Context: an optimization exercise on an open-source flow, tuned for small area. The choices shown serve that exercise and are no tape-out recipe. Only simulation tests tie the RTL to the original design; equivalence was not proved.

## trial 31
// mdc_top
module mdc_top (
    input  logic         clk,
    input  logic         rst_n,
    input  logic         in_valid,
    input  logic [14:0]  in_data,
    input  logic [8:0]   in_mode,
    output logic         out_valid,
    output logic [206:0] out_data
);
For scale: ~2,100 cells after synthesis, roughly 21,000 sq um of cells after synthesis.
export LEC_CHECK = 0
export ABC_AREA = 1
export CAP_MARGIN = 20
export CORE_MARGIN = 2
export CORE_UTILIZATION = 65
export CTS_BUF_LIST = sky130_fd_sc_hd__clkbuf_8
export CTS_CLUSTER_DIAMETER = 70
export CTS_CLUSTER_SIZE = 16
export SETUP_SLACK_MARGIN = 1.0
export SLEW_MARGIN = 20
export SYNTH_HIERARCHICAL = 1
export SYNTH_MINIMUM_KEEP_SIZE = 0
create_clock -name core_clock -period 25.0 [get_ports {clk}]
standard.sh (not shown) runs the stock make flow with config.mk's settings and CLKGATE_MAP_FILE= SYNTH_SCRIPT=/design/flow/synth_recipe.tcl, a recipe that flattens the netlist after the stock synthesis.
==> flow/flow/run.sh <==
#!/bin/bash
# Own flow = the standard flow (standard.sh) with these changes:
#  2. the floorplan step only removes the synthesis buffers (REMOVE_ABC_BUFFERS=1) instead of
#     running a timing repair on unplaced, unrouted estimates (later steps still repair timing);
#  3. the port buffers use the smallest buffer cell instead of the default delay buffer.
# Every tool's output goes to a log file in this folder.
set -euo pipefail
rm -rf abcscripts
cp -r "$FLOW_HOME/scripts" abcscripts
cp flow/abc_area.script abcscripts/abc_area.script
bash standard.sh "SCRIPTS_DIR=$PWD/abcscripts" synth > synth.log 2>&1
bash standard.sh REMOVE_ABC_BUFFERS=1 "BUFFER_PORTS_ARGS=-buffer_cell sky130_fd_sc_hd__buf_1" finish > layout.log 2>&1
==> flow/flow/abc_area.script <==
strash
dch -f
amap -m -F 50 -A 50 -C 200
topo
stime -c
Changes in trial 17 relative to trial 31:
- swapping 65 for 75 in CORE_UTILIZATION
==> results.txt <==
- Compared with trial 31, trial 17 shows a higher overall routing resource usage.
- [compare] base=trial 31 new=trial 17: area fraction of clock buffers and clock inverters has remained practically unchanged, number of cells traversed by the worst register-to-register path has decreased, maximum clock frequency has decreased.
- Trial 17: average detailed-routed wire length per instance about 5.4% above trial 31
- In the reports for trial 31 and trial 17, the smaller growth of design area from synthesis to finish belongs to trial 17.
- The minimum hold slack number comes out higher for trial 31 vs trial 17.
- Trial 17 vs. trial 31: total cell area at the placement stage went down by about 0.43%.

========
Another version of the RTL of mdc_top (not shown whole).
Size: roughly 2,700 cells after synthesis, about 410 flip-flops.
export LEC_CHECK = 0
export ABC_AREA = 1
export CAP_MARGIN = 20
export CORE_MARGIN = 2
export CORE_UTILIZATION = 40
export CTS_BUF_LIST = sky130_fd_sc_hd__clkbuf_8
export CTS_CLUSTER_DIAMETER = 80
export CTS_CLUSTER_SIZE = 15
export SETUP_SLACK_MARGIN = 1.0
export SLEW_MARGIN = 20
export SYNTH_HIERARCHICAL = 1
export SYNTH_MINIMUM_KEEP_SIZE = 0
create_clock -name core_clock -period 25.0 [get_ports {clk}]
==> flow/flow/run.sh <==
#!/bin/bash
set -euo pipefail
bash standard.sh "BUFFER_PORTS_ARGS=-buffer_cell sky130_fd_sc_hd__buf_1" finish > standard_flow.log 2>&1
Next try:
==> flow/flow/run.sh (replaced) <==
#!/bin/bash
set -euo pipefail
rm -rf abcscripts
cp -r "$FLOW_HOME/scripts" abcscripts
cp flow/abc_area.script abcscripts/abc_area.script
bash standard.sh "SCRIPTS_DIR=$PWD/abcscripts" synth > synth.log 2>&1
bash standard.sh "BUFFER_PORTS_ARGS=-buffer_cell sky130_fd_sc_hd__buf_1" finish > layout.log 2>&1
==> flow/flow/abc_area.script (new file) <==
strash
dch
amap -m -F 30 -A 30
topo
stime -c
CORE_UTILIZATION = 65   (was 40)
After rerunning: The new run finished with timing, DRC and antenna clean. Design area came out lower by 7.9%. Non-clock buffer count came out higher by 16. Sequential share of layout area came out higher by 2.9 points.
Next try:
==> flow/flow/run.sh (replaced) <==
#!/bin/bash
set -euo pipefail
bash standard.sh "BUFFER_PORTS_ARGS=-buffer_cell sky130_fd_sc_hd__buf_1" finish > standard_flow.log 2>&1
CORE_UTILIZATION = 40   (was 65)
CTS_BUF_LIST = sky130_fd_sc_hd__clkbuf_4   (was sky130_fd_sc_hd__clkbuf_8)
CTS_CLUSTER_DIAMETER = not set   (was 80)
CTS_CLUSTER_SIZE = not set   (was 15)
removed: flow/flow/abc_area.script
Via count rose by 16%.
Worst setup slack is better by 0.21 ns.
Cell area rose by 12%.
Utilization fell by 27 points.
Routed wire length rose by 24%.
Maximum frequency rose by 1.1%.
Next try:
==> flow/flow/run.sh (replaced) <==
#!/bin/bash
# Own flow = the standard flow (standard.sh) with these changes:
#  2. the floorplan step only removes the synthesis buffers (REMOVE_ABC_BUFFERS=1) instead of
#     running a timing repair on unplaced, unrouted estimates (later steps still repair timing);
#  3. the port buffers use the smallest buffer cell instead of the default delay buffer.
# Every tool's output goes to a log file in this folder.
set -euo pipefail
rm -rf abcscripts
cp -r "$FLOW_HOME/scripts" abcscripts
cp flow/abc_area.script abcscripts/abc_area.script
bash standard.sh "SCRIPTS_DIR=$PWD/abcscripts" synth > synth.log 2>&1
bash standard.sh REMOVE_ABC_BUFFERS=1 "BUFFER_PORTS_ARGS=-buffer_cell sky130_fd_sc_hd__buf_1" finish > layout.log 2>&1
==> flow/flow/abc_area.script (new file) <==
strash
dch -f
amap -m -F 50 -A 50 -C 200
topo
stime -c
CORE_UTILIZATION = 65   (was 40)
CTS_BUF_LIST = sky130_fd_sc_hd__clkbuf_8   (was sky130_fd_sc_hd__clkbuf_4)
CTS_CLUSTER_DIAMETER = 80   (was not set)
CTS_CLUSTER_SIZE = 15   (was not set)
- The new run ran to the end with no violations
- die area came out lower by 44%
- via count came out lower by 16%
- synthesized cell count is lower by 31%
- hold slack is better by 0.011 ns
- non-clock buffer count rose by 18
- clock skew falls by 0.067 ns
- first-iteration DRC count is higher by 19%
- final area came out lower by 11%
- final cell count decreases by 32%
Next try:
==> flow/flow/run.sh (replaced) <==
#!/bin/bash
set -euo pipefail
bash standard.sh "BUFFER_PORTS_ARGS=-buffer_cell sky130_fd_sc_hd__buf_1" finish > standard_flow.log 2>&1
CORE_UTILIZATION = 40   (was 65)
CTS_BUF_LIST = sky130_fd_sc_hd__clkbuf_16   (was sky130_fd_sc_hd__clkbuf_8)
CTS_CLUSTER_DIAMETER = 100   (was 80)
CTS_CLUSTER_SIZE = 20   (was 15)
removed: flow/flow/abc_area.script
After rerunning:
- final area grows by 9.6%
- worst hold slack is better by 0.0051 ns
- clock skew rose by 0.030 ns
- utilization went down by 28 points
- non-clock buffer count decreases by 18
- critical path depth goes up by 3
- sequential share of layout area shrinks by 3.2 points

## re-timing with driven ports
No port has a modelled driver above. Below, the same layouts with a new extraction and two added sets of constraints.
Step 1 (the two cells are an assumption about what drives the block):
set clk [get_ports {clk}]
set_driving_cell -lib_cell sky130_fd_sc_hd__clkbuf_16 $clk
set_driving_cell -lib_cell sky130_fd_sc_hd__buf_2 [delete_from_list [all_inputs] $clk]
Step 2 adds t to the input delays and takes it off the output delays; t is the mean of the earliest and latest rising clock arrival at the registers after step 1. Input paths then give back, and output paths get back, about the clock's delay inside the block.
Slacks: ideal ports / drivers / drivers and shift; pairs: ideal ports / drivers.
run	shift t [ns]	setup WS [ns]	worst setup path after step 2	clock arrival spread, ns
trial 31	0.629	3.811 / 3.811 / 3.811	register to register	0.035 / 0.035
trial 17	0.631	3.382 / 3.382 / 3.382	register to register	0.052 / 0.052
the first run of note 2	0.672	4.715 / 4.715 / 4.715	register to register	0.045 / 0.045
the second run of note 2	0.619	4.638 / 4.638 / 4.638	register to register	0.034 / 0.033
the third run of note 2	0.883	4.849 / 4.849 / 4.849	register to register	0.091 / 0.090
the fourth run of note 2	0.607	3.768 / 3.768 / 3.768	register to register	0.024 / 0.024
the fifth run of note 2	0.620	4.778 / 4.778 / 4.778	register to register	0.053 / 0.052
After both steps every run listed still meets setup and hold.
